From an optimization exercise on the open Yosys and OpenROAD flow, aimed at small area and a short achievable clock period; shortcuts taken in it are not production practice.
At most, simulation tests tie the RTL to the original design; equivalence was not proved.
Power figures rest on the tool's default switching activity, not on a simulated workload.

// trace_monitor
module trace_monitor #(
    parameter int XLEN          = 32,
    parameter int DELTA_WIDTH   = 16,
    parameter int WFI_HOLD      = 8,
    parameter int FIFO_DEPTH    = 8,
    parameter bit WRITE_ON_EDGE = 1'b1
) (
    input  wire logic clk,
    input  wire logic rst_n,
    input  wire logic [XLEN-1:0] pc,
    input  wire logic [31:0] instr,
    input  wire logic en,
    input  wire logic [3:0] ctrl_addr,
    input  wire logic [XLEN-1:0] ctrl_wdata,
    input  wire logic ctrl_write_enable,
    input  wire logic m_tready,
    output logic      m_tvalid,
    output logic [32+DELTA_WIDTH+XLEN-1:0] m_tdata,
    output logic      m_tlast,
    output logic      overflow
);
Settings: LEC_CHECK=0, CAP_MARGIN=20, CORE_MARGIN=2, CORE_UTILIZATION=65, CTS_CLUSTER_DIAMETER=100, CTS_CLUSTER_SIZE=30, PLACE_DENSITY=0.75, SETUP_SLACK_MARGIN=2.9, SLEW_MARGIN=20, TNS_END_PERCENT=5; clock period 5.0 ns.
standard.sh (not shown) runs the stock make flow with config.mk's settings and CLKGATE_MAP_FILE= SYNTH_SCRIPT=/design/flow/synth_recipe.tcl, a recipe that flattens the netlist after the stock synthesis.
==> flow/flow/run.sh <==
#!/bin/bash
# Layout flow: the standard ORFS flow (standard.sh, which also runs the
# standard synthesis unchanged), with one change: the port buffers that
# buffer_ports inserts are plain buf_1 cells instead of the delay buffer it
# picks by default. The timing repair steps may still resize them.
set -euo pipefail
export BUFFER_PORTS_ARGS="-buffer_cell sky130_fd_sc_hd__buf_1"
bash standard.sh > standard.log 2>&1
Then changed:
==> flow/run.sh (new file) <==
#!/bin/bash
# synth_recipe.tcl (not shown) runs the flow's synth.tcl, then flattens the netlist and writes it again
# the make line also repeats each setting of config.mk as NAME=value (left out here)
make -C /OpenROAD-flow-scripts/flow DESIGN_CONFIG=/design/flow/config.mk WORK_HOME=/design/flow/orfs CLKGATE_MAP_FILE= SYNTH_SCRIPT=/design/flow/synth_recipe.tcl finish
removed: flow/flow/run.sh
removed: flow/standard.sh
Cell count increases slightly; critical path depth decreases by 1; design area increases by a few percent; synthesized area stays the same; power increases slightly; setup slack is worse by 0.025 ns; via count increases slightly; first-iteration DRC count increases by roughly a tenth; worst hold slack is worse by 0.0055 ns; wire length increases slightly.
No functional check of the RTL was part of any run of this note.

---

Another version of the RTL of trace_monitor (not shown whole).
Size: about 900 flip-flops, roughly 190 I/O pins, ~34,000 sq um of cells after synthesis.
==> flow/config.mk <==
export PLATFORM = sky130hd
export DESIGN_NAME = trace_monitor
export DESIGN_NICKNAME = trace_monitor
export VERILOG_FILES = /design/flow/design.v
export SDC_FILE = /design/flow/constraint.sdc
export NUM_CORES = 4
export LEC_CHECK = 0
export CAP_MARGIN = 20
export CORE_MARGIN = 2
export CORE_UTILIZATION = 75
export CTS_CLUSTER_DIAMETER = 100
export CTS_CLUSTER_SIZE = 30
export PLACE_DENSITY = 0.85
export SETUP_SLACK_MARGIN = 2.9
export SLEW_MARGIN = 20
export TNS_END_PERCENT = 30
==> flow/constraint.sdc <==
create_clock -name core_clock -period 5.0 [get_ports {clk}]
set_input_delay 1.0000 -clock core_clock [delete_from_list [all_inputs] [get_ports {clk}]]
set_output_delay 1.0000 -clock core_clock [all_outputs]
set_load 0.01 [all_outputs]
==> flow/flow/run.sh <==
#!/bin/bash
# Layout flow: the standard ORFS flow (standard.sh, which also runs the
# standard synthesis unchanged), with one change: the port buffers that
# buffer_ports inserts are plain buf_1 cells instead of the delay buffer it
# picks by default. The timing repair steps may still resize them.
set -euo pipefail
export BUFFER_PORTS_ARGS="-buffer_cell sky130_fd_sc_hd__buf_1"
bash standard.sh > standard.log 2>&1
==> next run, changes <==
--- a/flow/config.mk
+++ b/flow/config.mk
@@ -9,6 +9,6 @@
 export CORE_MARGIN = 2
-export CORE_UTILIZATION = 75
+export CORE_UTILIZATION = 70
 export CTS_CLUSTER_DIAMETER = 100
 export CTS_CLUSTER_SIZE = 30
-export PLACE_DENSITY = 0.85
+export PLACE_DENSITY = 0.8
 export SETUP_SLACK_MARGIN = 2.9
The new run ran to the end with no violations. Setup slack gets better by 0.12 ns. Sequential share of layout area goes up by 0.41 points. Sequential power stays flat. Wire length goes down by 6.6%. Core utilization goes down by 6.5 points. Clock power barely changes. Non-clock buffer count goes down by 19. Via count goes down by 4.1%. Power stays flat. Critical path depth goes down by 1.

==> what the ideal ports hide <==
Ports are ideal in the flow. The routed layouts listed here were re-timed in OpenROAD. Step 1 assumes that a clkbuf_16 drives the clock port and a buf_2 every other input. Step 2 adds t to the input delays and takes it off the output delays; t is the mean of the earliest and latest rising clock arrival at the registers after step 1. Input paths then give back, and output paths get back, about the clock's delay inside the block. Slacks: no drivers / after step 1 / after step 2; pairs: no drivers / after step 1.
| run | t (ns) | slack for setup (ns) | worst slew at a driven data input, ns | pins driven straight from the clock port |
|---|---|---|---|---|
| the first run of note 1 | 0.645 | 2.361 / 2.365 / 1.719 | 0.06 | 1 |
| the second run of note 1 | 0.656 | 2.336 / 2.336 / 1.727 | 0.07 | 1 |
| the first run of note 2 | 0.649 | 2.516 / 2.538 / 1.889 | 0.07 | 1 |
| the second run of note 2 | 0.658 | 2.636 / 2.636 / 2.013 | 0.07 | 1 |
After both steps every run listed still meets setup and hold. The setup slack of the first run of note 1, which loses most, moves by +0.004 ns with the drivers and by -0.642 ns with both steps.
